From an optimization exercise on the open Yosys and OpenROAD flow, aimed at small area and a short achievable clock period; shortcuts taken in it are not production practice.
Only simulation tests tie the RTL to the original design; equivalence was not proved.
Power and IR drop assume default switching activity.

--- config.mk ---
export PLATFORM = sky130hd
export DESIGN_NAME = icmp_echo_top
export DESIGN_NICKNAME = icmp_echo_top
export VERILOG_FILES = /design/flow/design.v
export SDC_FILE = /design/flow/constraint.sdc
export NUM_CORES = 4
export LEC_CHECK = 0
export CAP_MARGIN = 20
export CORE_MARGIN = 2
export CORE_UTILIZATION = 40
export CTS_CLUSTER_DIAMETER = 100
export CTS_CLUSTER_SIZE = 28
export SETUP_SLACK_MARGIN = 3.75
export SLEW_MARGIN = 20
--- constraint.sdc ---
create_clock -name core_clock -period 6.0 [get_ports {clk}]
set_input_delay 1.2000 -clock core_clock [delete_from_list [all_inputs] [get_ports {clk}]]
set_output_delay 1.2000 -clock core_clock [all_outputs]
set_load 0.01 [all_outputs]
--- design.v ---
package icmp_pkg;
    localparam int RING_LEN = 256 + 4;
    localparam int TAP_STEP = 8;
    function automatic logic [8:0] add8(input logic [7:0] a, input logic [7:0] b,
                                        input logic ci);
        logic [7:0] g, p, gg, pp, gn, pn;
        g  = a & b;
        p  = a ^ b;
        gg = g;
        pp = p;
        gg[0] = g[0] | (p[0] & ci);
        for (int d = 1; d < 8; d = d * 2)
        begin
            gn = gg;
            pn = pp;
            for (int i = d; i < 8; i++)
            begin
                gn[i] = gg[i] | (pp[i] & gg[i-d]);
                pn[i] = pp[i] & pp[i-d];
            end
            gg = gn;
            pp = pn;
        end
        add8 = {gg[7], p ^ {gg[6:0], ci}};
    endfunction
endpackage
`timescale 1ns/1ns
module icmp_payload_ram
(
    input  logic       clk,
    input  logic       wr_en,
    input  logic [7:0] wr_data,
    input  logic [4:0] rd_pos_h,
    input  logic [7:0] rd_pos_l,
    input  logic [2:0] rd_pos_b,
    output logic [7:0] rd_data
);
    localparam int N  = icmp_pkg::RING_LEN;
    localparam int S  = icmp_pkg::TAP_STEP;
    localparam int NG = (N + S - 1) / S;
    logic [7:0] ring [N];
    logic [7:0] grp;
    logic [7:0] dly  [1:S];
    always_ff @(posedge clk)
    begin
        ring[0] <= wr_en ? wr_data : ring[N-1];
        for (int i = 1; i < N; i++)
            ring[i] <= ring[i-1];
    end
    always_comb
    begin
        grp = '0;
        for (int g = 0; g < NG; g++)
            grp = grp | ({8{rd_pos_h[g/8] && rd_pos_l[g%8]}} & ring[g*S]);
    end
    always_ff @(posedge clk)
    begin
        dly[1] <= grp;
        for (int k = 2; k <= S; k++)
            dly[k] <= dly[k-1];
    end
    always_comb
    begin
        rd_data = '0;
        for (int k = 1; k <= S; k++)
            rd_data = rd_data | ({8{rd_pos_b == 3'(k-1)}} & dly[k]);
    end
endmodule
`timescale 1ns/1ns
module icmp_echo_top #(
    parameter int unsigned tx_timeout = 1023
)
(
    input  logic        clk,
    input  logic        rstn,
    input  logic        rx_req,
    input  logic [15:0] rx_len,
    input  logic [7:0]  rx_data,
    input  logic        rx_error,
    input  logic        ip_tx_ack,
    input  logic        data_req,
    input  logic        mac_send_end,
    output logic        tx_req,
    output logic        tx_ready,
    output logic [7:0]  tx_data,
    output logic        tx_end
);
    logic s_idle;      
    logic s_recv;      
    logic s_pad;       
    logic s_f1;
    logic s_f2;
    logic s_ver;       
    logic s_start;     
    logic s_wack;      
    logic s_ready;     
    logic s_send;      
    logic s_wend;      
    logic s_done;      
    logic [9:0]  cnt;        
    logic        cnt0;       
    logic        cnt_run;
    logic        last;       
    logic [8:0]  len_m2;     
    logic        len_ok;
    logic        bad;
    logic        tmo;
    logic        chk_ok;
    logic [7:0]  code;
    logic [7:0]  rx_q;       
    logic        v_chk;      
    logic        v_rep;      
    logic [7:0]  x_chk, x_rep;
    logic [7:0]  chk_p, chk_q;
    logic        chk_c;
    logic [7:0]  rep_p, rep_q;
    logic        rep_c;
    logic [8:0]  chk_s, rep_s;
    logic        rep_step;
    logic [4:0]  pos_h;      
    logic [7:0]  pos_l;      
    logic [2:0]  pos_b;      
    logic [7:0]  rd_data;
    logic [7:0]  next_byte;
    assign tx_req   = s_wack;
    assign tx_ready = s_ready;
    assign len_ok  = (rx_len[15:9] == 7'd0) &&
                     (rx_len[8] ? (rx_len[7:0] <= 8'd8) : (rx_len[7:3] != 5'd0));
    assign bad     = rx_error || (cnt0 && rx_data != 8'd8);
    assign tmo     = (cnt == 10'(tx_timeout));
    assign chk_ok  = !chk_c && (chk_p == 8'hff) && (chk_q == 8'hff);
    assign cnt_run = s_recv || s_send || (s_ready && !data_req);
    always_ff @(posedge clk)
    begin
        if (!rstn)
        begin
            s_idle  <= 1'b1;
            s_recv  <= 1'b0;
            s_pad   <= 1'b0;
            s_f1    <= 1'b0;
            s_f2    <= 1'b0;
            s_ver   <= 1'b0;
            s_start <= 1'b0;
            s_wack  <= 1'b0;
            s_ready <= 1'b0;
            s_send  <= 1'b0;
            s_wend  <= 1'b0;
            s_done  <= 1'b0;
            tx_data <= 8'h00;
            tx_end  <= 1'b0;
        end
        else
        begin
            s_idle  <= (s_idle && !(rx_req && len_ok)) || (s_recv && bad) ||
                       (s_ver && !chk_ok) || s_done;
            s_recv  <= (s_idle && rx_req && len_ok) || (s_recv && !bad && !last);
            s_pad   <= s_recv && !bad && last;
            s_f1    <= s_pad;
            s_f2    <= s_f1;
            s_ver   <= s_f2;
            s_start <= s_ver && chk_ok;
            s_wack  <= s_start || (s_wack && !ip_tx_ack);
            s_ready <= (s_wack && ip_tx_ack) || (s_ready && !data_req && !tmo);
            s_send  <= (s_ready && data_req) || (s_send && !last);
            s_wend  <= (s_send && last) || (s_wend && !mac_send_end);
            s_done  <= (s_ready && !data_req && tmo) || (s_wend && mac_send_end);
            tx_data <= s_send ? next_byte : 8'h00;
            tx_end  <= s_send && last;
        end
    end
    always_ff @(posedge clk)
    begin
        cnt  <= cnt_run ? cnt + 10'd1 : 10'd0;
        cnt0 <= !cnt_run || (cnt == 10'h3ff);
        last <= cnt_run && (cnt == {1'b0, len_m2});
        if (s_idle)
            len_m2 <= rx_len[8:0] - 9'd2;
    end
    always_ff @(posedge clk)
    begin
        if (s_recv)
        begin
            case (cnt)
                10'd1:   code <= rx_data;
                default: ;
            endcase
        end
    end
    always_ff @(posedge clk)
    begin
        rx_q  <= rx_data;
        v_chk <= s_recv;
        v_rep <= s_recv && !(cnt0 || cnt == 10'd2 || cnt == 10'd3);
    end
    assign x_chk = v_chk ? rx_q : 8'h00;
    assign x_rep = v_rep ? rx_q : 8'h00;
    assign chk_s = icmp_pkg::add8(chk_p, x_chk, chk_c);
    assign rep_s = icmp_pkg::add8(rep_p, x_rep, rep_c);
    assign rep_step = s_recv || s_pad || s_f1 || s_f2 || s_ver || (s_start && !len_m2[0]);
    always_ff @(posedge clk)
    begin
        if (s_idle)
        begin
            chk_p <= '0;
            chk_q <= '0;
            chk_c <= 1'b0;
            rep_p <= '0;
            rep_q <= '0;
            rep_c <= 1'b0;
        end
        else
        begin
            chk_p <= chk_q;
            chk_q <= chk_s[7:0];
            chk_c <= chk_s[8];
            if (rep_step)
            begin
                rep_p <= rep_q;
                rep_q <= rep_s[7:0];
                rep_c <= rep_s[8];
            end
        end
    end
    always_ff @(posedge clk)
    begin
        if (s_idle)
        begin
            pos_h <= 5'b01000;
            pos_l <= 8'b10000000;
            pos_b <= 3'd7;
        end
        else if (!(s_send && cnt >= 10'd3))
        begin
            if (pos_h[4] && pos_l[0] && pos_b == 3'd3)
            begin
                pos_h <= 5'b00001;
                pos_l <= 8'b00000001;
                pos_b <= 3'd0;
            end
            else
            begin
                pos_b <= pos_b + 3'd1;
                if (pos_b == 3'd7)
                begin
                    pos_l <= {pos_l[6:0], pos_l[7]};
                    if (pos_l[7])
                        pos_h <= {pos_h[3:0], pos_h[4]};
                end
            end
        end
    end
    icmp_payload_ram u_ram (
        .clk     (clk),
        .wr_en   (s_recv),
        .wr_data (rx_data),
        .rd_pos_h    (pos_h),
        .rd_pos_l    (pos_l),
        .rd_pos_b    (pos_b),
        .rd_data (rd_data)
    );
    always_comb
    begin
        case (cnt)
            10'd0:   next_byte = 8'd0;
            10'd1:   next_byte = code;
            10'd2:   next_byte = ~rep_p;
            10'd3:   next_byte = ~rep_q;
            default: next_byte = rd_data;    
        endcase
    end
endmodule
--- run.sh ---
#!/bin/bash
# synth_recipe.tcl (not shown) runs the flow's synth.tcl, then flattens the netlist and writes it again
# the make line also repeats each setting of config.mk as NAME=value (left out here)
make -C /OpenROAD-flow-scripts/flow DESIGN_CONFIG=/design/flow/config.mk WORK_HOME=/design/flow/orfs CLKGATE_MAP_FILE= SYNTH_SCRIPT=/design/flow/synth_recipe.tcl finish
==> impl_metrics.py, run 1 <==
metrics = {
    "min_path": {
        "hold_path_class": "register to register",
        "worstHoldEndpoint": "u_ram.ring[198][1]$_DFF_P_",
        "hp-start": "u_ram.ring[197][1]$_DFF_P_",
        "hold_depth": 0,
    },
    "pwr": {
        "swShare": 0.188,
        "intPower_mw": 17.8,
        "peakVddDrop_mv": 0.216,
        "cellLeakagePower_nw": 21.2,
        "power_density_nw_per_um2": 400,
        "p_sw_mw": 4.12,
        "p_comb_frac": 0.002,
        "clock_power_share": 0.314,
        "seq_power_share": 0.684,
    },
    "final_layout": {
        "final_common_cell": "dfxtp_1",
        "drive_above_1_share": 0.0619,
        "fillers": 10800,
        "mostFrequentLayoutCells": "dfxtp_1 (2,215), a22oi_1 (103), clkbuf_16 (91)",
        "nets": 3116,
        "area_growth_pct": 9.73,
        "fin_util": 0.442,
    },
    "clocking": {
        "cts_tree": "done",
        "h-tree-depth": 3,
        "hold_buffers": 0,
        "worstSkewPairLatency_ns": 0.68,
        "cts.sinks": 2254,
        "cts_inserted_buffers": 90,
        "cts_root_buffer": "clkbuf_16",
        "cts_buffer_depth": 3,
        "clkTransAtPathRegs_ns": 0.10,
    },
    "die": {
        "rows": 129,
        "core_area_um2": 124000,
        "chipHeight_um": 357,
        "initial_utilization": 0.403,
        "die_w_um": 357,
        "ios": 42,
        "fp.dieArea_um2": 128000,
    },
    "timing": {
        "hold_violations": 0,
        "fin_crit_sh": 0.390,
        "rsz0062_at_grt": "true",
        "final-setup-viol-count": 0,
        "setup_slack_ns": 3.66,
        "drv_slew": 0,
        "fmax_ghz": 0.428,
        "worstMarginPinSlew_ns": 0.995,
        "post-route-min-period_ns": 2.34,
        "finClkSkew_ns": 0.0224,
        "tns_ns": 0,
        "slew_headroom": 0.336,
    },
    "logic_synthesis": {
        "synth_seq_cells": 2254,
        "synth_adder_area_share": 0.00737,
        "seq_area_frac_synth": 0.908,
        "synth_cell_types": 59,
        "ys_warn_count": 4,
        "syn-cell-area_um2": 49900,
        "synth_edf_count": 17,
        "yosysTopAreaCell": "dfxtp_1",
        "syn_inst": 2971,
        "synth_top_family_by_area": "compound AO/OA/AOI/OAI gates",
        "yosys-top-cells-area": "dfxtp_1 (90%), a22oi_1 (1.5%), edfxtp_1 (1.0%), a22o_1 (0.63%), nand2_1 (0.59%)",
        "synth_ff_type": "dfxtp_1",
        "yosys.area_share.simple": 0.0265,
        "avgSynthCellArea_um2": 16.8,
        "synth_nets": 3029,
        "synth_top_area_frac": 0.897,
        "muxShareOfSynthArea": 0.00268,
        "async_reset_ff_frac": 0,
        "synth_compound_area_frac": 0.0428,
        "synth-xor-area-share": 0.00509,
    },
    "critical_path": {
        "crit_buf_inv": 1,
        "slowest_stage": "dfxtp_2",
        "cp_data_arrival_time_ns": 1.14,
        "regToRegEndpoint": "pos_h[3]$_SDFFE_PP1P_",
        "critPathRequiredTime_ns": 4.80,
        "timing.rr.start": "cnt[4]$_SDFF_PN0_",
        "path_delay_family": "flip-flops",
        "critPathMaxFanout": 1,
        "crit_chain": "buf_6",
        "start_kind": "register",
        "critPathMaxStageDelay_ns": 0.35,
        "rrSetupSlack_ns": 3.81,
        "path_class": "register to output pin",
        "worst_r2r_path_depth": 4,
        "crit_path_end_kind": "output pin",
    },
    "global_route": {
        "track_usage": 0.114,
        "grt_pass1_vias": 18900,
        "grt_max_degree": 38,
        "antenna_found_initial": 1,
        "grt_pass1_wl_um": 111000,
        "grt-ovfl-total": 0,
    },
    "detailed_routing": {
        "dr_total_vias": 19800,
        "firstDrtPassIters": 20,
        "wirelength_um": 73500,
        "drc": 0,
        "drtIter0Drc": 1348,
        "wire_per_inst_um": 15.6,
        "antenna_left": 0,
        "viasPerCell": 4.20,
    },
    "run_status": {
        "status": "complete, no violations",
    },
    "placed_design": {
        "gp_congestion": 0.781,
        "dp_slack_ns": 2.96,
        "dp_hpwl_um": 43100,
        "port-buffer-count": 41,
    },
    "job": {
        "drv_cap": 0,
    },
}
cell families after synthesis:
logic type	Yosys count
flip-flops	2254
XOR/XNOR	29
AO/OA/AOI/OAI	280
AND/OR/NAND/NOR	269
buffers and inverters	100
adder cells (fa/ha/maj)	27
multiplexers	12
routing by layer:
layer / track usage / vias up / routed length [um]
li1: - / 9835 / -
met1: 0.171 / 9521 / 38700
met2: 0.169 / 301 / 30400
met3: 0.0213 / 95 / 2910
met4: 0.0306 / 0 / 1450
met5: 0 / - / 0
power by group through the flow:
stage               clock [mW]  sequential (mW)  combinational [mW]
floorplan                    0             15.3              0.0117
global placement             0             15.3              0.0415
detailed placement           0             15.3              0.0417
CTS                       7.10             15.0              0.0425
global route              7.64             15.0              0.0460
finish                    6.87             15.0              0.0426
final cells by class:
cell class / count / area, um^2 / area share
Inverter: 37 / 139 / 0.00254
Clock buffer: 94 / 2300 / 0.0420
Multi-Input combinational cell: 617 / 4320 / 0.0790
Antenna cell: 3 / 7.51 / 0.000137
Clock inverter: 8 / 88.8 / 0.00162
Timing Repair Buffer: 58 / 529 / 0.00967
Sequential cell: 2254 / 45300 / 0.828
Tap cell: 1637 / 2050 / 0.0374
synth_stat cells (20+ instances only):
library cell / instances
nand2_1: 79
a22oi_1: 103
inv_1: 37
ha_1: 23
clkbuf_1: 54
dfxtp_1: 2237
a22o_1: 36
a21oi_1: 29
and2_1: 20
nand3_1: 43
a222oi_1: 26
xor2_1: 21
nor2_1: 56
per-stage QoR:
stage          instances  hold slack [ns]  instance area (um^2)  total power, mW
2_1_floorplan       2971            0.310                 49900             15.3
3_3_place_gp        4601            0.310                 52200             15.4
3_5_place_dp        4601            0.312                 52300             15.4
4_1_cts             4704            0.313                 54700             22.1
5_1_grt             4705            0.318                 54800             22.7
6_report            4708            0.316                 54800             21.9
timing repair:
item	CTS	global route
endpoints found under the setup margin	31	31
setup buffers	1	1
cloned	0	0
gates resized for setup	72	14
pin swaps	0	4
worst max path at each step:
stage                                from           endpoint  slack [ns]  cells past startpoint
floorplan                       rx_len[4]  s_idle$_SDFF_PN1_        3.78                      5
global placement                 data_req       last$_DFF_P_        2.92                      6
detailed placement             rx_data[3]  s_recv$_SDFF_PN0_        2.96                      6
CTS                 tx_data[0]$_SDFF_PN0_         tx_data[0]        3.61                      1
global route            s_wack$_SDFF_PN0_             tx_req        3.61                      1
finish              tx_data[0]$_SDFF_PN0_         tx_data[0]        3.66                      1
worst reg2reg max path: stages (launching register included):
cell and delay (ns):
dfxtp_1 0.39, or4_4 0.58, o31ai_4 0.43, nand3_1 0.26
a221o_1 0.43
state kept, by name, indices dropped and copies added (netlist names), 3 cells and up:
name	flops
u_ram.ring	2080
u_ram.dly	64
cnt	10
len_m2	9
chk_p	8
chk_q	8
code	8
pos_l	8
rep_p	8
rep_q	8
rx_q	8
tx_data	8
pos_h	5
pos_b	3
==> run 2, diff against run 1 <==
--- a/config.mk
+++ b/config.mk
@@ -12,3 +12,4 @@
 export CTS_CLUSTER_SIZE = 28
-export SETUP_SLACK_MARGIN = 3.75
+export PLACE_DENSITY = 0.65
+export SETUP_SLACK_MARGIN = 3.7
 export SLEW_MARGIN = 20
==> run 2 against run 1 <==
Compared with the run above: still clean on timing, DRC and antenna; synthesized area unchanged; synthesized cell count unchanged; worst hold slack worse by 0.0056 ns; final area about the same; cell count up 0.15%; fmax down 0.63%; die area unchanged.
==> impl_metrics.py, run 2 <==
metrics = {
    "detailed_routing": {
        "firstDrtPassIters": 22,
        "wire_per_inst_um": 15.6,
        "antenna_left": 0,
        "drtIter0Drc": 1394,
        "drc": 0,
        "viasPerCell": 4.22,
        "wirelength_um": 73700,
        "dr_total_vias": 19900,
    },
    "timing": {
        "post-route-min-period_ns": 2.35,
        "fin_crit_sh": 0.392,
        "hold_violations": 0,
        "slew_headroom": 0.308,
        "worstMarginPinSlew_ns": 1.04,
        "fmax_ghz": 0.425,
        "tns_ns": 0,
        "drv_slew": 0,
        "final-setup-viol-count": 0,
        "finClkSkew_ns": 0.0326,
        "rsz0062_at_grt": "true",
    },
    "final_layout": {
        "reg.largest.list": "u_ram.ring x2080, u_ram.dly x64, cnt x10",
        "mostFrequentLayoutCells": "dfxtp_1 (2,217), a22oi_1 (103), clkbuf_16 (92)",
        "final_common_cell": "dfxtp_1",
        "final_cell_area_um2": 54800,
        "largest_register": "u_ram.ring",
        "largest_register_ff_count": 2080,
        "nets": 3122,
        "drive_above_1_share": 0.0614,
        "area_growth_pct": 9.81,
    },
    "logic_synthesis": {
        "yosys-top-cells-area": "dfxtp_1 (90%), a22oi_1 (1.5%), edfxtp_1 (1.0%), a22o_1 (0.63%), nand2_1 (0.59%)",
        "yosysTopAreaCell": "dfxtp_1",
        "synth_top_family_by_area": "compound AO/OA/AOI/OAI gates",
        "async_reset_ff_frac": 0,
        "synth_compound_area_frac": 0.0428,
        "syn_inst": 2971,
        "muxShareOfSynthArea": 0.00268,
        "synth_cell_types": 59,
        "synth_nets": 3029,
        "syn-cell-area_um2": 49900,
        "synth_top_area_frac": 0.897,
        "seq_area_frac_synth": 0.908,
        "synth-xor-area-share": 0.00509,
        "ys_warn_count": 4,
        "ys_top_cells_by_count": "dfxtp_1 (2,237), a22oi_1 (103), nand2_1 (79)",
        "synth_adder_area_share": 0.00737,
        "yosys.area_share.simple": 0.0265,
        "avgSynthCellArea_um2": 16.8,
        "synth_seq_cells": 2254,
        "synth_edf_count": 17,
        "synth_ff_type": "dfxtp_1",
        "yosysMostFrequentCell": "dfxtp_1",
    },
    "job": {
        "drv_cap": 0,
    },
    "die": {
        "rows": 129,
        "ios": 42,
        "core_area_um2": 124000,
        "die_w_um": 357,
        "initial_utilization": 0.403,
        "fp.dieArea_um2": 128000,
        "chipHeight_um": 357,
    },
    "pwr": {
        "cellLeakagePower_nw": 21.2,
        "power_density_nw_per_um2": 400,
        "peakVddDrop_mv": 0.270,
    },
    "critical_path": {
        "crit_path_end_kind": "output pin",
        "cp_data_arrival_time_ns": 1.15,
        "path_delay_family": "flip-flops",
        "crit_chain": "buf_6",
        "critPathRequiredTime_ns": 4.80,
        "start_kind": "register",
        "crit_buf_inv": 1,
        "critPathMaxStageDelay_ns": 0.34,
        "path_class": "register to output pin",
        "slowest_stage": "dfxtp_2",
        "critPathMaxFanout": 1,
    },
    "global_route": {
        "grt_pass1_wl_um": 111000,
        "grt-ovfl-total": 0,
        "track_usage": 0.114,
        "antenna_found_initial": 5,
        "grt_max_degree": 35,
        "grt_pass1_vias": 19300,
    },
    "clocking": {
        "cts_root_buffer": "clkbuf_16",
        "cts.sinks": 2254,
        "h-tree-depth": 3,
        "clkTransAtPathRegs_ns": 0.11,
        "cts_buffer_depth": 3,
        "worstSkewPairLatency_ns": 0.69,
        "cts_inserted_buffers": 90,
        "cts_tree": "done",
    },
    "placed_design": {
        "gp_congestion": 0.794,
        "dp_hpwl_um": 42800,
        "placed_cell_area_um2": 52300,
        "port-buffer-count": 41,
    },
    "run_status": {
        "status": "complete, no violations",
    },
    "min_path": {
        "hold_path_class": "register to register",
    },
}
-- run 2: cell counts after synthesis --
No cell type changed its count.
-- run 2: cells by family (layout without fill, tap and decap cells) --
| kind of cell | Yosys count | in the layout |
|---|---|---|
| compound gates | 280 | 280 |
| xor+xnor | 29 | 29 |
| fa+ha+maj | 27 | 27 |
| buf+inv | 100 | 205 |
| flops | 2254 | 2254 |
| mux | 12 | 12 |
| other cells | 0 | 2 |
| simple gates | 269 | 269 |
-- run 2: power breakdown --
group	internal [mW]	switching [mW]	total, mW	leakage (nW)
Clock	2.81	4.11	6.92	1.18
Sequential	15.0	0.00628	15.0	18.2
Combinational	0.0235	0.0186	0.0421	1.87
Total	17.8	4.13	21.9	21.2
-- run 2: through the flow --
step	cells	util	hold WS [ns]	power [mW]	setup WS (ns)
6_report	4715	0.443	0.311	21.9	3.65
3_5_place_dp	4603	0.422	0.312	15.4	2.86
3_3_place_gp	4602	0.422	0.310	15.4	2.88
2_1_floorplan	2971	-	0.310	15.3	3.71
4_1_cts	4709	0.442	0.314	22.1	3.60
5_1_grt	4714	0.443	0.319	22.7	3.60
-- run 2: what timing repair did --
item                                    in CTS  in global routing
endpoints found under the setup margin      24                 30
cloned                                       0                  0
resized for setup                           67                 14
endpoints found under the hold margin        0                  0
buffers inserted                             2                  4
hold buffers                                 0                  0
pin swaps                                    1                  7
-- run 2: per-layer routing --
layer / share of wire / GRT usage / vias to the layer above
met4: 0.020 / 0.0365 / 0
met5: 0 / 0 / -
met1: 0.52 / 0.170 / 9584
met3: 0.043 / 0.0186 / 110
li1: - / - / 9837
met2: 0.42 / 0.168 / 351
-- run 2: worst paths after layout --
path	startpoint	depth (start not counted)	slack (ns)	end
max	tx_data[6]$_SDFF_PN0_	1	3.65	tx_data[6]
min reg2reg	u_ram.ring[38][1]$_DFF_P_	0	0.31	u_ram.ring[39][1]$_DFF_P_
max reg2reg	cnt[4]$_SDFF_PN0_	5	3.76	pos_l[1]$_SDFFE_PP0P_
min	u_ram.ring[38][1]$_DFF_P_	0	0.31	u_ram.ring[39][1]$_DFF_P_
-- run 2: area by class of cell --
| type | instances | area (um^2) |
|---|---|---|
| tap | 1637 | 2050 |
| clock inverter | 6 | 78.8 |
| antenna | 2 | 5.00 |
| clock buffer | 98 | 2330 |
| multi-input combinational | 617 | 4300 |
| timing repair buffer | 64 | 569 |
| inverter | 37 | 139 |
| sequential | 2254 | 45300 |
| fill | 10600 | 69000 |
==> run 3, diff against run 2 <==
--- a/config.mk
+++ b/config.mk
@@ -12,3 +12,2 @@
 export CTS_CLUSTER_SIZE = 28
-export PLACE_DENSITY = 0.65
 export SETUP_SLACK_MARGIN = 3.7
==> run 3 against run 2 <==
Compared with the run above: still clean; sequential power about the same; via count decreased by 1.1%; final area decreased by 0.13%; first-iteration DRC count decreased by 4.0%; power about the same; clock power about the same; clock skew decreased by 0.0069 ns; fmax increased by 0.35%; utilization decreased by 0.059 points; critical endpoint unchanged.
==> impl_metrics.py, run 3 <==
metrics = {
    "logic_synthesis": {
        "syn-cell-area_um2": 49900,
        "synth_cell_types": 59,
        "synth_top_area_frac": 0.897,
        "synth_nets": 3029,
        "syn_inst": 2971,
        "yosysTopAreaCell": "dfxtp_1",
        "synth_seq_cells": 2254,
        "synth_edf_count": 17,
        "synth_ff_type": "dfxtp_1",
        "yosys-top-cells-area": "dfxtp_1 (90%), a22oi_1 (1.5%), edfxtp_1 (1.0%), a22o_1 (0.63%), nand2_1 (0.59%)",
        "yosysMostFrequentCell": "dfxtp_1",
        "async_reset_ff_frac": 0,
        "seq_area_frac_synth": 0.908,
        "avgSynthCellArea_um2": 16.8,
        "ys_warn_count": 4,
        "ys_top_cells_by_count": "dfxtp_1 (2,237), a22oi_1 (103), nand2_1 (79)",
    },
    "pwr": {
        "power_density_nw_per_um2": 401,
        "cellLeakagePower_nw": 21.2,
        "peakVddDrop_mv": 0.250,
    },
    "die": {
        "initial_utilization": 0.403,
        "core_area_um2": 124000,
        "die_w_um": 357,
        "chipHeight_um": 357,
        "ios": 42,
        "fp.dieArea_um2": 128000,
        "rows": 129,
    },
    "clocking": {
        "worstSkewPairLatency_ns": 0.69,
        "hold_buffers": 0,
        "cts_buffer_depth": 3,
        "cts_tree": "done",
        "cts_root_buffer": "clkbuf_16",
        "cts_inserted_buffers": 90,
        "clkTransAtPathRegs_ns": 0.11,
        "cts.sinks": 2254,
        "h-tree-depth": 3,
    },
    "timing": {
        "rsz0062_at_grt": "true",
        "finClkSkew_ns": 0.0257,
        "fin_crit_sh": 0.391,
        "worstMarginPinSlew_ns": 1.00,
        "final-setup-viol-count": 0,
        "drv_slew": 0,
        "hold_violations": 0,
        "post-route-min-period_ns": 2.34,
        "slew_headroom": 0.331,
        "fmax_ghz": 0.426,
        "tns_ns": 0,
    },
    "detailed_routing": {
        "viasPerCell": 4.18,
        "drtIter0Drc": 1338,
        "firstDrtPassIters": 21,
        "antenna_left": 0,
        "wirelength_um": 73300,
        "wire_per_inst_um": 15.6,
        "drc": 0,
        "dr_total_vias": 19700,
    },
    "global_route": {
        "grt-ovfl-total": 0,
        "track_usage": 0.114,
        "grt_max_degree": 47,
        "grt_pass1_vias": 18900,
        "antenna_found_initial": 1,
        "grt_pass1_wl_um": 111000,
    },
    "critical_path": {
        "critPathMaxFanout": 1,
        "crit_chain": "buf_6",
        "crit_buf_inv": 1,
        "critPathRequiredTime_ns": 4.80,
        "critPathMaxStageDelay_ns": 0.34,
        "path_delay_family": "flip-flops",
        "path_class": "register to output pin",
        "cp_data_arrival_time_ns": 1.14,
        "crit_path_end_kind": "output pin",
        "start_kind": "register",
        "slowest_stage": "dfxtp_2",
    },
    "final_layout": {
        "mostFrequentLayoutCells": "dfxtp_1 (2,217), a22oi_1 (103), clkbuf_16 (93)",
        "area_growth_pct": 9.66,
        "largest_register": "u_ram.ring",
        "final_common_cell": "dfxtp_1",
        "reg.largest.list": "u_ram.ring x2080, u_ram.dly x64, cnt x10",
        "largest_register_ff_count": 2080,
        "drive_above_1_share": 0.0571,
        "nets": 3115,
        "stdcell_count": 4705,
    },
    "placed_design": {
        "gp_congestion": 0.778,
        "dp_hpwl_um": 42300,
        "place_inst": 4600,
        "port-buffer-count": 41,
    },
    "job": {
        "drv_cap": 0,
    },
    "min_path": {
        "hold_path_class": "register to register",
    },
    "run_status": {
        "status": "complete, no violations",
    },
}
run 3: per-layer routing:
| layer | part of all wire | vias up | global-route usage |
|---|---|---|---|
| met4 | 0.023 | 0 | 0.0381 |
| met5 | 0 | - | 0 |
| met3 | 0.034 | 108 | 0.0184 |
| met1 | 0.53 | 9466 | 0.173 |
| met2 | 0.41 | 268 | 0.164 |
| li1 | - | 9827 | - |
run 3: what timing repair did:
item | in CTS | in global routing
buffers inserted | 2 | 0
hold endpoints to repair | 0 | 0
endpoints found under the setup margin | 14 | 33
pin swaps | 1 | 1
gates resized for setup | 59 | 15
run 3: layout make-up:
cell class,count,area [um^2]
clock inverter,5,73.8
sequential,2254,45300
tap,1637,2050
antenna,2,5.00
multi-input combinational,617,4280
clock buffer,96,2340
timing repair buffer,57,526
fill,10700,69100
inverter,37,139
run 3: final timing paths:
check | cells after the start | to | slack, ns | from
worst max-delay path | 1 | tx_data[6] | 3.66 | tx_data[6]$_SDFF_PN0_
worst min-delay path | 0 | u_ram.ring[258][7]$_DFF_P_ | 0.31 | u_ram.ring[257][7]$_DFF_P_
worst max register to register | 9 | rep_c$_SDFFE_PP0P_ | 3.71 | rep_p[0]$_SDFFE_PP0P_
worst min register to register | 0 | u_ram.ring[258][7]$_DFF_P_ | 0.31 | u_ram.ring[257][7]$_DFF_P_
run 3: worst reg2reg max path, delay by kind of cell, from the launching register on:
family / cells / cell delay (ns)
fa+ha+maj: 2 / 0.57
simple gates: 2 / 0.53
buf+inv: 2 / 0.16
compound gates: 3 / 0.57
flops: 1 / 0.33
run 3: cells by family (layout without fill, tap and decap cells):
family / after synthesis / in the layout / share of synthesized area
simple gates: 269 / 269 / 0.0265
buf+inv: 100 / 195 / 0.00785
mux: 12 / 12 / 0.00268
other cells: 0 / 2 / 0
compound gates: 280 / 280 / 0.0428
fa+ha+maj: 27 / 27 / 0.00737
flops: 2254 / 2254 / 0.908
xor+xnor: 29 / 29 / 0.00509
run 3: power by group:
part | leakage [nW] | switching (mW) | total, mW | internal [mW]
Clock | 1.19 | 4.12 | 6.94 | 2.82
Sequential | 18.2 | 0.00566 | 15.0 | 15.0
Combinational | 1.83 | 0.0180 | 0.0414 | 0.0234
run 3: stage by stage:
| stage | worst slack, ns | total power [mW] | area, um^2 | utilization | hold WS, ns |
|---|---|---|---|---|---|
| finish | 3.66 | 22.0 | 54700 | 0.442 | 0.311 |
| global route | 3.60 | 22.7 | 54700 | 0.442 | 0.315 |
| CTS | 3.60 | 22.2 | 54700 | 0.442 | 0.316 |
| detailed placement | 2.97 | 15.4 | 52200 | 0.422 | 0.312 |
| global placement | 2.86 | 15.4 | 52200 | 0.422 | 0.309 |
| floorplan | 3.71 | 15.3 | 49900 | - | 0.310 |
==> run 4, diff against run 3 <==
--- a/config.mk
+++ b/config.mk
@@ -11,3 +11,3 @@
 export CTS_CLUSTER_DIAMETER = 100
-export CTS_CLUSTER_SIZE = 28
+export CTS_CLUSTER_SIZE = 30
 export SETUP_SLACK_MARGIN = 3.7
==> run 4 against run 3 <==
Compared with the run above: sequential share of layout area increased by 0.19 points; die area is the same; power down 0.83%; synthesized cell count did not move; global-route usage hardly changed; fmax barely moved; worst hold slack lost 0.0046 ns; via count fell by 0.28%; cell count shrank 0.13%; flip-flop and latch count did not move; utilization decreased by 0.10 points; clock power shrank 3%; critical path type unchanged; critical endpoint unchanged.
==> impl_metrics.py, run 4 <==
metrics = {
    "run_status": {
        "status": "complete, no violations",
    },
    "critical_path": {
        "crit_chain": "buf_6",
        "regToRegEndpoint": "rep_c$_SDFFE_PP0P_",
        "timing.rr.start": "v_rep$_DFF_P_",
        "crit_path_end_kind": "output pin",
        "cp_data_arrival_time_ns": 1.14,
        "startpoint": "tx_data[6]$_SDFF_PN0_",
        "critPathMaxFanout": 1,
        "critPathMaxStageDelay_ns": 0.34,
        "crit_end": "tx_data[6]",
        "path_delay_family": "flip-flops",
        "rrSetupSlack_ns": 3.71,
        "start_kind": "register",
        "slowest_stage": "dfxtp_2",
        "cp.depth": 1,
        "worst_r2r_path_depth": 9,
        "crit_buf_inv": 1,
        "path_class": "register to output pin",
        "critPathRequiredTime_ns": 4.80,
    },
    "die": {
        "chipHeight_um": 357,
        "core_area_um2": 124000,
        "die_w_um": 357,
        "fp.dieArea_um2": 128000,
        "ios": 42,
        "rows": 129,
        "initial_utilization": 0.403,
    },
    "final_layout": {
        "reg.largest.list": "u_ram.ring x2080, u_ram.dly x64, cnt x10",
        "final_cell_area_um2": 54600,
        "nets": 3110,
        "fin_util": 0.441,
        "final_common_cell": "dfxtp_1",
        "mostFrequentLayoutCells": "dfxtp_1 (2,216), a22oi_1 (103), clkbuf_16 (86)",
        "drive_above_1_share": 0.0565,
        "stdcell_count": 4699,
        "area_growth_pct": 9.41,
        "largest_register_ff_count": 2080,
        "largest_register": "u_ram.ring",
    },
    "clocking": {
        "worstSkewPairLatency_ns": 0.67,
        "cts_tree": "done",
        "cts_inserted_buffers": 85,
        "hold_buffers": 0,
        "clkTransAtPathRegs_ns": 0.11,
        "cts_root_buffer": "clkbuf_16",
        "cts.sinks": 2254,
        "h-tree-depth": 3,
        "cts_buffer_depth": 3,
    },
    "pwr": {
        "power_density_nw_per_um2": 399,
        "cellLeakagePower_nw": 21.1,
        "peakVddDrop_mv": 0.246,
    },
    "global_route": {
        "grt_pass1_vias": 18800,
        "track_usage": 0.114,
        "grt_max_degree": 47,
        "grt_pass1_wl_um": 111000,
        "antenna_found_initial": 1,
        "grt-ovfl-total": 0,
    },
    "logic_synthesis": {
        "avgSynthCellArea_um2": 16.8,
        "synth_top_area_frac": 0.897,
        "yosysTopAreaCell": "dfxtp_1",
        "synth_nets": 3029,
        "syn_inst": 2971,
        "synth_ff_type": "dfxtp_1",
        "ys_top_cells_by_count": "dfxtp_1 (2,237), a22oi_1 (103), nand2_1 (79)",
        "yosys-top-cells-area": "dfxtp_1 (90%), a22oi_1 (1.5%), edfxtp_1 (1.0%), a22o_1 (0.63%), nand2_1 (0.59%)",
        "synth_edf_count": 17,
        "synth_seq_cells": 2254,
        "synth_cell_types": 59,
        "seq_area_frac_synth": 0.908,
        "async_reset_ff_frac": 0,
        "ys_warn_count": 4,
        "syn-cell-area_um2": 49900,
        "yosysMostFrequentCell": "dfxtp_1",
    },
    "detailed_routing": {
        "wl_met1_um": 38600,
        "wl_met3_um": 3120,
        "wirelength_um": 73100,
        "dr_total_vias": 19600,
        "drtIter0Drc": 1431,
        "wire_per_inst_um": 15.6,
        "antenna_left": 0,
        "highest_layer": "met4",
        "viasPerCell": 4.17,
        "routed-wl-met2_um": 29800,
        "firstDrtPassIters": 21,
        "drc": 0,
    },
    "placed_design": {
        "gp_congestion": 0.778,
        "placed_cell_area_um2": 52200,
        "dp_hpwl_um": 42300,
        "port-buffer-count": 41,
        "place_inst": 4600,
    },
    "timing": {
        "drv_slew": 0,
        "tns_ns": 0,
        "final-setup-viol-count": 0,
        "holdWs_ns": 0.306,
        "fmax_ghz": 0.426,
        "hold_violations": 0,
        "slew_headroom": 0.345,
        "post-route-min-period_ns": 2.34,
        "fin_crit_sh": 0.391,
        "rsz0062_at_grt": "true",
        "finClkSkew_ns": 0.0274,
        "worstMarginPinSlew_ns": 0.981,
    },
    "job": {
        "drv_cap": 0,
    },
    "min_path": {
        "hold_path_class": "register to register",
        "hold_depth": 0,
    },
}
## run 4: final cells by class
class	instances	area (um^2)
repair buffers	57	526
multi-input cells	617	4280
fillers	10800	69200
well taps	1637	2050
flip-flops and latches	2254	45300
diodes	1	2.50
clock inverters	9	131
clock buffers	87	2160
inverters	37	139
## run 4: report_power, final
group          internal [mW]  switching [mW]
clock                   2.64            4.12
sequential              15.0         0.00560
combinational         0.0234          0.0177
total                   17.6            4.14
## run 4: cell families (layout without fill, tap and decap cells)
kind of cell             count (synthesis)  count (layout)  share of synthesized area
AND/OR/NAND/NOR                        269             269                     0.0265
buffers and inverters                  100             190                    0.00785
multiplexers                            12              12                    0.00268
flip-flops                            2254            2254                      0.908
other                                    0               1                          0
XOR/XNOR                                29              29                    0.00509
adder cells (fa/ha/maj)                 27              27                    0.00737
AO/OA/AOI/OAI                          280             280                     0.0428
## run 4: worst min path at each step
stage / endpoint / start / slack (ns)
2_1_floorplan: u_ram.ring[100][0]$_DFF_P_ / u_ram.ring[99][0]$_DFF_P_ / 0.31
3_3_place_gp: u_ram.ring[228][2]$_DFF_P_ / u_ram.ring[227][2]$_DFF_P_ / 0.31
3_5_place_dp: u_ram.ring[184][0]$_DFF_P_ / u_ram.ring[183][0]$_DFF_P_ / 0.31
4_1_cts: u_ram.ring[216][1]$_DFF_P_ / u_ram.ring[215][1]$_DFF_P_ / 0.31
5_1_grt: u_ram.ring[216][1]$_DFF_P_ / u_ram.ring[215][1]$_DFF_P_ / 0.31
6_report: u_ram.ring[216][1]$_DFF_P_ / u_ram.ring[215][1]$_DFF_P_ / 0.31
## run 4: what timing repair did
action                     CTS  global route
hold endpoints to repair     0             0
pin swaps                    1             1
cloned                       0             0
setup buffers                2             0
setup endpoints to repair   14            33
resized for setup           59            15
## run 4: routing by layer
layer  GRT usage  vias up
li1            -     9811
met5           0        -
met2       0.164      307
met3      0.0191       96
met1       0.173     9399
met4      0.0379        0
## run 4: per-stage QoR
stage	total power [mW]	worst slack (ns)
2_1_floorplan	15.3	3.71
3_3_place_gp	15.4	2.86
3_5_place_dp	15.4	2.97
4_1_cts	22.0	3.60
5_1_grt	22.5	3.60
6_report	21.8	3.66

## static timing again, ports no longer ideal
How much do the figures lean on ideal ports? The routed layouts below were timed once more, with nothing changed but the port constraints.
Step 1, drivers: a clkbuf_16 drives clk and a buf_2 each remaining input, both assumed.
Step 2 adds t to the input delays and takes it off the output delays; t is the mean of the earliest and latest rising clock arrival at the registers after step 1. Input paths then give back, and output paths get back, about the clock's delay inside the block.
Slacks: ideal / step 1 / step 2; pairs: ideal / step 1.
run | shift t [ns] | setup WS [ns] | worst setup path after step 2 | slew at the worst register clock pin (ns)
run 1 | 0.734 | 3.662 / 3.595 / 3.079 | input to register | 0.11 / 0.11
run 2 | 0.739 | 3.647 / 3.585 / 2.997 | input to register | 0.11 / 0.11
run 3 | 0.735 | 3.655 / 3.592 / 3.037 | input to register | 0.11 / 0.11
run 4 | 0.734 | 3.655 / 3.591 / 3.060 | input to register | 0.12 / 0.12
After both steps setup and hold are still met in every run listed. For run 2, which loses most, drivers alone change the setup slack by -0.062 ns; drivers and shift together by -0.650 ns.
